Background: an optimization exercise with open tools, aiming at small area and few clock cycles. Do not read the settings as production practice. The RTL was checked by simulation tests, not by an equivalence proof against the original design. Power and IR drop assume default switching activity.

==> design.v <==
package spq_pkg;
    localparam int DEPTH = 16;
    localparam int KEY_W = 16;
    localparam int TAG_W = 16;
    localparam int CNT_W = $clog2(DEPTH + 1);
    localparam logic [1:0] OP_INSERT = 2'd0;
    localparam logic [1:0] OP_REMOVE = 2'd1;
    localparam logic [1:0] OP_FIND   = 2'd2;
    localparam logic [1:0] OP_HEAD   = 2'd3;
    localparam logic [1:0] ST_OK        = 2'd0;
    localparam logic [1:0] ST_NOT_FOUND = 2'd1;
    localparam logic [1:0] ST_FULL      = 2'd2;
    localparam logic [1:0] ST_EMPTY     = 2'd3;
    typedef struct packed {
        logic             valid;
        logic [KEY_W-1:0] key;
        logic [TAG_W-1:0] tag;
    } t_entry;
    typedef struct packed {
        logic             ins_en;
        logic             rem_en;
        logic [KEY_W-1:0] key;
        logic [TAG_W-1:0] tag;
    } t_cmd;
    typedef struct packed {
        t_entry           entry;
        logic             ins_flag;
        logic             seen;
        logic [KEY_W-1:0] sel_key;
        logic [TAG_W-1:0] sel_tag;
    } t_link;
endpackage
module spq_cell (
    input  logic            i_clk,
    input  logic            i_rst_n,
    input  spq_pkg::t_cmd   i_cmd,
    input  spq_pkg::t_link  i_left,
    input  spq_pkg::t_entry i_right,
    output spq_pkg::t_link  o_link
);
    spq_pkg::t_entry r_entry;
    spq_pkg::t_entry n_entry;
    logic            w_ins_flag;
    logic            w_match;
    logic            w_through;
    logic            w_hit;
    always_comb begin
        w_ins_flag = !r_entry.valid || (i_cmd.key > r_entry.key);
        w_match    = r_entry.valid && (r_entry.tag == i_cmd.tag);
        w_through  = i_left.seen || w_match;
        w_hit      = w_match && !i_left.seen;
        n_entry = r_entry;
        if (i_cmd.ins_en && w_ins_flag) begin
            if (i_left.ins_flag) begin
                n_entry = i_left.entry;
            end else begin
                n_entry.valid = 1'b1;
                n_entry.key   = i_cmd.key;
                n_entry.tag   = i_cmd.tag;
            end
        end else if (i_cmd.rem_en && w_through) begin
            n_entry = i_right;
        end
        o_link.entry    = r_entry;
        o_link.ins_flag = w_ins_flag;
        o_link.seen     = w_through;
        o_link.sel_key  = i_left.sel_key | (w_hit ? r_entry.key : '0);
        o_link.sel_tag  = i_left.sel_tag | (w_hit ? r_entry.tag : '0);
    end
    always_ff @(posedge i_clk) begin
        r_entry.key <= n_entry.key;
        r_entry.tag <= n_entry.tag;
        if (!i_rst_n) begin
            r_entry.valid <= 1'b0;
        end else begin
            r_entry.valid <= n_entry.valid;
        end
    end
endmodule
module sorted_priority_queue_top (
    input  logic        i_clk,
    input  logic        i_rst_n,
    input  logic        s_axis_tvalid,
    output logic        s_axis_tready,
    input  logic [31:0] s_axis_tdata,   
    input  logic [1:0]  s_axis_tuser,   
    output logic        m_axis_tvalid,
    input  logic        m_axis_tready,
    output logic [39:0] m_axis_tdata,   
    output logic [1:0]  m_axis_tuser    
);
    localparam int DEPTH = spq_pkg::DEPTH;
    localparam int KEY_W = spq_pkg::KEY_W;
    localparam int TAG_W = spq_pkg::TAG_W;
    localparam int CNT_W = spq_pkg::CNT_W;
    spq_pkg::t_cmd  w_cmd;
    localparam int ENTRY_W = 1 + KEY_W + TAG_W;            
    localparam int LINK_W  = ENTRY_W + 2 + KEY_W + TAG_W;  
    logic [DEPTH*LINK_W-1:0]  w_link;
    logic [DEPTH*LINK_W-1:0]  w_left;
    logic [DEPTH*ENTRY_W-1:0] w_right;
    spq_pkg::t_link  w_first;
    spq_pkg::t_link  w_last;
    logic             w_fire;
    logic [1:0]       w_op;
    logic             w_full;
    logic             w_found;
    logic [1:0]       w_status;
    logic [KEY_W-1:0] w_res_key;
    logic [TAG_W-1:0] w_res_tag;
    logic [CNT_W-1:0] r_count;
    logic [CNT_W-1:0] n_count;
    logic             r_out_valid;
    logic [1:0]       r_status;
    logic [KEY_W-1:0] r_key;
    logic [TAG_W-1:0] r_tag;
    logic [CNT_W-1:0] r_out_count;
    assign s_axis_tready = !r_out_valid || m_axis_tready;
    assign w_fire        = s_axis_tvalid && s_axis_tready;
    assign w_op          = s_axis_tuser;
    assign w_full        = (r_count == CNT_W'(DEPTH));
    assign w_found       = w_last.seen;
    always_comb begin
        w_cmd.key    = s_axis_tdata[KEY_W-1:0];
        w_cmd.tag    = s_axis_tdata[KEY_W +: TAG_W];
        w_cmd.ins_en = w_fire && (w_op == spq_pkg::OP_INSERT) && !w_full;
        w_cmd.rem_en = w_fire && (w_op == spq_pkg::OP_REMOVE) && w_found;
    end
    assign w_first = w_link[0 +: LINK_W];
    assign w_last  = w_link[(DEPTH-1)*LINK_W +: LINK_W];
    genvar gi;
    generate
        for (gi = 0; gi < DEPTH; gi++) begin : g_cell
            if (gi == 0) begin : g_first
                assign w_left[gi*LINK_W +: LINK_W] = '0;
            end else begin : g_mid
                assign w_left[gi*LINK_W +: LINK_W] = w_link[(gi-1)*LINK_W +: LINK_W];
            end
            if (gi == DEPTH - 1) begin : g_last
                assign w_right[gi*ENTRY_W +: ENTRY_W] = '0;
            end else begin : g_inner
                spq_pkg::t_link w_next;
                assign w_next      = w_link[(gi+1)*LINK_W +: LINK_W];
                assign w_right[gi*ENTRY_W +: ENTRY_W] = w_next.entry;
            end
            spq_cell u_cell (
                .i_clk   (i_clk),
                .i_rst_n (i_rst_n),
                .i_cmd   (w_cmd),
                .i_left  (w_left[gi*LINK_W +: LINK_W]),
                .i_right (w_right[gi*ENTRY_W +: ENTRY_W]),
                .o_link  (w_link[gi*LINK_W +: LINK_W])
            );
        end
    endgenerate
    always_comb begin
        n_count   = r_count;
        w_status  = spq_pkg::ST_OK;
        w_res_key = '0;
        w_res_tag = '0;
        case (w_op)
            spq_pkg::OP_INSERT: begin
                if (w_full) begin
                    w_status = spq_pkg::ST_FULL;
                end else begin
                    n_count = r_count + CNT_W'(1);
                end
            end
            spq_pkg::OP_REMOVE: begin
                if (w_found) begin
                    n_count   = r_count - CNT_W'(1);
                    w_res_key = w_last.sel_key;
                    w_res_tag = w_last.sel_tag;
                end else begin
                    w_status = spq_pkg::ST_NOT_FOUND;
                end
            end
            spq_pkg::OP_FIND: begin
                if (w_found) begin
                    w_res_key = w_last.sel_key;
                    w_res_tag = w_last.sel_tag;
                end else begin
                    w_status = spq_pkg::ST_NOT_FOUND;
                end
            end
            default: begin
                if (r_count == '0) begin
                    w_status = spq_pkg::ST_EMPTY;
                end else begin
                    w_res_key = w_first.entry.key;
                    w_res_tag = w_first.entry.tag;
                end
            end
        endcase
    end
    always_ff @(posedge i_clk) begin
        if (w_fire) begin
            r_status    <= w_status;
            r_key       <= w_res_key;
            r_tag       <= w_res_tag;
            r_out_count <= n_count;
        end
        if (!i_rst_n) begin
            r_count     <= '0;
            r_out_valid <= 1'b0;
        end else begin
            if (w_fire) begin
                r_count <= n_count;
            end
            if (w_fire) begin
                r_out_valid <= 1'b1;
            end else if (m_axis_tready) begin
                r_out_valid <= 1'b0;
            end
        end
    end
    assign m_axis_tvalid = r_out_valid;
    assign m_axis_tuser  = r_status;
    assign m_axis_tdata  = {(40 - KEY_W - TAG_W - CNT_W)'(0), r_out_count, r_tag, r_key};
endmodule
==> run.sh <==
#!/bin/bash
# synth_recipe.tcl (not shown) runs the flow's synth.tcl, then flattens the netlist and writes it again
# the make line also repeats each setting of config.mk as NAME=value (left out here)
make -C /OpenROAD-flow-scripts/flow DESIGN_CONFIG=/design/flow/config.mk WORK_HOME=/design/flow/orfs CLKGATE_MAP_FILE= SYNTH_SCRIPT=/design/flow/synth_recipe.tcl finish
==> config.mk <==
export PLATFORM = sky130hd
export DESIGN_NAME = sorted_priority_queue_top
export DESIGN_NICKNAME = sorted_priority_queue_top
export VERILOG_FILES = /design/flow/design.v
export SDC_FILE = /design/flow/constraint.sdc
export NUM_CORES = 4
export LEC_CHECK = 0
export CAP_MARGIN = 20
export CORE_MARGIN = 2
export CORE_UTILIZATION = 40
export SLEW_MARGIN = 20
==> constraint.sdc <==
create_clock -name core_clock -period 5.5 [get_ports {i_clk}]
set_input_delay 1.1000 -clock core_clock [delete_from_list [all_inputs] [get_ports {i_clk}]]
set_output_delay 1.1000 -clock core_clock [all_outputs]
set_load 0.01 [all_outputs]
==> flow_summary.yaml <==
critical_path:
  cp_max_fo: 19
  cp_common_cell: "buf_4"
  slowest_stage: "or4_1"
  cp_cell_sequence: "buf_2 -> buf_4 -> xnor2_1 -> nand4_1 -> or4_1 -> buf_4 -> o211ai_1 -> o221ai_1 -> a2111oi_0 -> a22oi_1"
  end_kind: "flip-flop"
  critPathMaxStageDelay_ns: 0.94
  cp.arrival_ns: 4.88
  required_ns: 5.83
  startpoint_type: "input port"
  critPathKind: "input port to flip-flop"
floorplan:
  design.die.area_um2: 110000
  die_w_um: 332
  fp-row-count: 120
  core-area_um2: 107000
  ioPinCount: 82
  die_h_um: 332
  start_util: 0.402
layout:
  multi_input_area_um2: 23700
  regArea_um2: 17000
  drive_gt1_frac: 0.0917
  final_common_cell: "nand2_1"
  area_growth_pct: 11.4
  n_fill_cell: 10200
  final_cell_mix: "nand2_1, edfxtp_1, nor2_1"
  final_nets: 4934
timing:
  whs_ns: 0.531
  fmax_mhz: 220
  hold_viol_final: 0
  max_slew_margin: 0.284
  layout_min_cycle_time_ns: 4.55
  fin_crit_sh: 0.828
  rsz0062_at_grt: "false"
  setup_viol: 0
  fin_ws_ns: 0.945
  final_max_slew_viol_count: 0
  clock_skew_ns: 0.0318
  fin_setup_tns_ns: 0
  worst_pin_slew_ns: 1.07
clock_network:
  hold_buffers: 0
  cts_made_buffers: 70
  clkTransAtPathRegs_ns: 0.06
  h-tree-depth: 3
  cts_buffer_depth: 3
  cts_tree: "yes"
  clock-sinks: 573
  cts_root_buf: "clkbuf_16"
  clock_latency_ns: 0.64
  cts_resized: 0
  postCtsSetupRepairBufs: 0
route:
  wl_per_cell_um: 25.1
  drc_errors: 0
  first_pass_iters: 8
  vias: 36600
  antenna_left: 0
  initialDrtViolationCount: 4217
  wl_um: 153000
  vias_per_cell: 6.00
logic_synthesis:
  syn_inst: 4645
  synth_area_leaders: "edfxtp_1, mux2i_1, ha_1, nand2_1, a21oi_1"
  postSynth.asyncResetShare: 0
  synth-seq-cells: 573
  synth_seq_area_share: 0.395
  synth_top_area_share: 0.385
  ys_warn_count: 2
  synth-edff-count: 551
  yosys.area.top_type: "edfxtp_1"
  syn_area_per_cell_um2: 9.25
  synth_ff_type: "edfxtp_1"
  syn_area_um2: 43000
  yosysUniqueCellTypes: 106
placed_design:
  port-buffer-count: 78
  place.gp.congestion: 0.972
  dp_hpwl_um: 118000
  post-place-ws_ns: 0.329
flow_run:
  cap_violations: 0
pwr:
  power.density_nw_per_um2: 235
  p_leak_nw: 19.4
  irDropWorstVdd_mv: 0.186
global_routing:
  antenna_found_initial: 4
  grt_pass1_wl_um: 227000
  grt_usage: 0.270
  grt_pass1_vias: 35000
  overflow: 0
  grt_max_degree: 68
status:
  status: "complete, no violations"
min_path:
  hold_class: "flip-flop to flip-flop"
-- report_power, final --
part	total [mW]	switching, mW	internal, mW
combinational	1.50	0.945	0.552
sequential	5.12	0.177	4.94
clock	4.65	1.96	2.68
total	11.3	3.09	8.18
-- path summary, 6_finish.rpt --
check / from / endpoint / slack [ns] / cells after the start
worst max-delay path: s_axis_tdata[30] / r_key[15] / 0.95 / 10
worst min-delay path: r_out_valid / r_out_valid / 0.53 / 2
worst max register to register: g_cell[0].u_cell.r_entry[3] / r_key[15] / 1.27 / 11
worst min register to register: r_out_valid / r_out_valid / 0.53 / 2
-- per-layer routing --
layer,vias to the layer above,track usage,part of all wire
li1,17000,-,-
met1,17700,0.382,0.44
met2,1694,0.421,0.45
met3,246,0.0410,0.085
met4,4,0.0875,0.030
met5,-,0,0.00018
-- area by class of cell --
class / count / area share
clock inverters: 24 / 0.00504
inverters: 287 / 0.0225
repair buffers: 244 / 0.0443
flip-flops and latches: 573 / 0.355
clock buffers: 101 / 0.0412
multi-input cells: 3459 / 0.495
diodes: 3 / 0.000157
well taps: 1403 / 0.0367
-- sequential cells by signal, indices dropped and copies added, names as in the netlist --
signal,flops
r_out_count,5
g_cell.u_cell.r_entry,528
r_tag,16
r_out_valid,1
r_key,16
r_status,2
r_count,5
-- through the flow --
step | instance area (um^2) | total power, mW | std cells | util
floorplan | 43000 | 6.10 | 4647 | -
global placement | 45600 | 6.65 | 5964 | 0.427
detailed placement | 45600 | 6.68 | 5964 | 0.427
CTS | 47800 | 11.3 | 6089 | 0.448
global route | 47900 | 11.6 | 6093 | 0.449
finish | 47900 | 11.3 | 6094 | 0.449
-- Yosys cell counts (11+ instances only) --
| master | count |
|---|---|
| nand2_1 | 580 |
| edfxtp_1 | 551 |
| nor2_1 | 401 |
| mux2i_1 | 347 |
| a21oi_1 | 335 |
| o21ai_0 | 318 |
| inv_1 | 285 |
| ha_1 | 261 |
| clkbuf_1 | 225 |
| xor2_1 | 132 |
| xnor2_1 | 125 |
| a31oi_1 | 85 |
| nand4_1 | 85 |
| a221o_1 | 60 |
| nor4_1 | 57 |
| a21o_1 | 55 |
| buf_2 | 45 |
| nand3_1 | 45 |
| o211ai_1 | 42 |
| o21a_1 | 41 |
| a22o_1 | 35 |
| a22oi_1 | 34 |
| or4_1 | 34 |
| nor3_1 | 30 |
| a211oi_1 | 24 |
| buf_1 | 22 |
| dfxtp_1 | 22 |
| nand2b_1 | 22 |
| buf_6 | 20 |
| mux2_2 | 20 |
| nor2b_1 | 19 |
| o22ai_1 | 19 |
| o221ai_1 | 18 |
| a222oi_1 | 16 |
| o211a_1 | 16 |
| a2111oi_2 | 14 |
| buf_4 | 14 |
| or2_2 | 13 |
| a211oi_2 | 11 |
-- critical path: cells and delay by family --
kind                      cells  cell delay, ns
and+or+nand+nor               2            1.17
AOI/OAI and AO/OA             4            1.23
buffers and inverters         3            1.16
xor gates and xnor gates      1            0.20
-- logic make-up after synthesis --
family / count (synthesis) / synth area share
compound gates: 1190 / 0.181
xor+xnor: 257 / 0.0524
fa+ha+maj: 261 / 0.0760
buf+inv: 615 / 0.0603
flops: 573 / 0.395
mux: 367 / 0.0861
other cells: 1 / 0.0000873
simple gates: 1381 / 0.149
Testbench counts, summed over its fixed seeds: cycles 24,008.

-- re-timing with driven ports --
How much do the figures lean on ideal ports? The routed layout below was timed once more, with nothing changed but the port constraints. Step 1 sets driving cells, clkbuf_16 on the clock port and buf_2 on the other inputs (assumed; they add their load-dependent delay and slew). Step 2, shift: input delay + t, output delay - t, t = (earliest + latest rising clock arrival at the registers) / 2. This alone moves slack from input paths to output paths. a / b / c = ideal ports / drivers / drivers and shift; a / b = the first two.
shift t [ns]: 0.696
setup slack, ns: 0.945 / 0.962 / 0.266
worst setup path at the end: input to register
pins driven straight from the clock port: 1
After both steps setup and hold are still met in this run. The setup slack of this run moves by +0.017 ns with the drivers and by -0.679 ns with both steps.
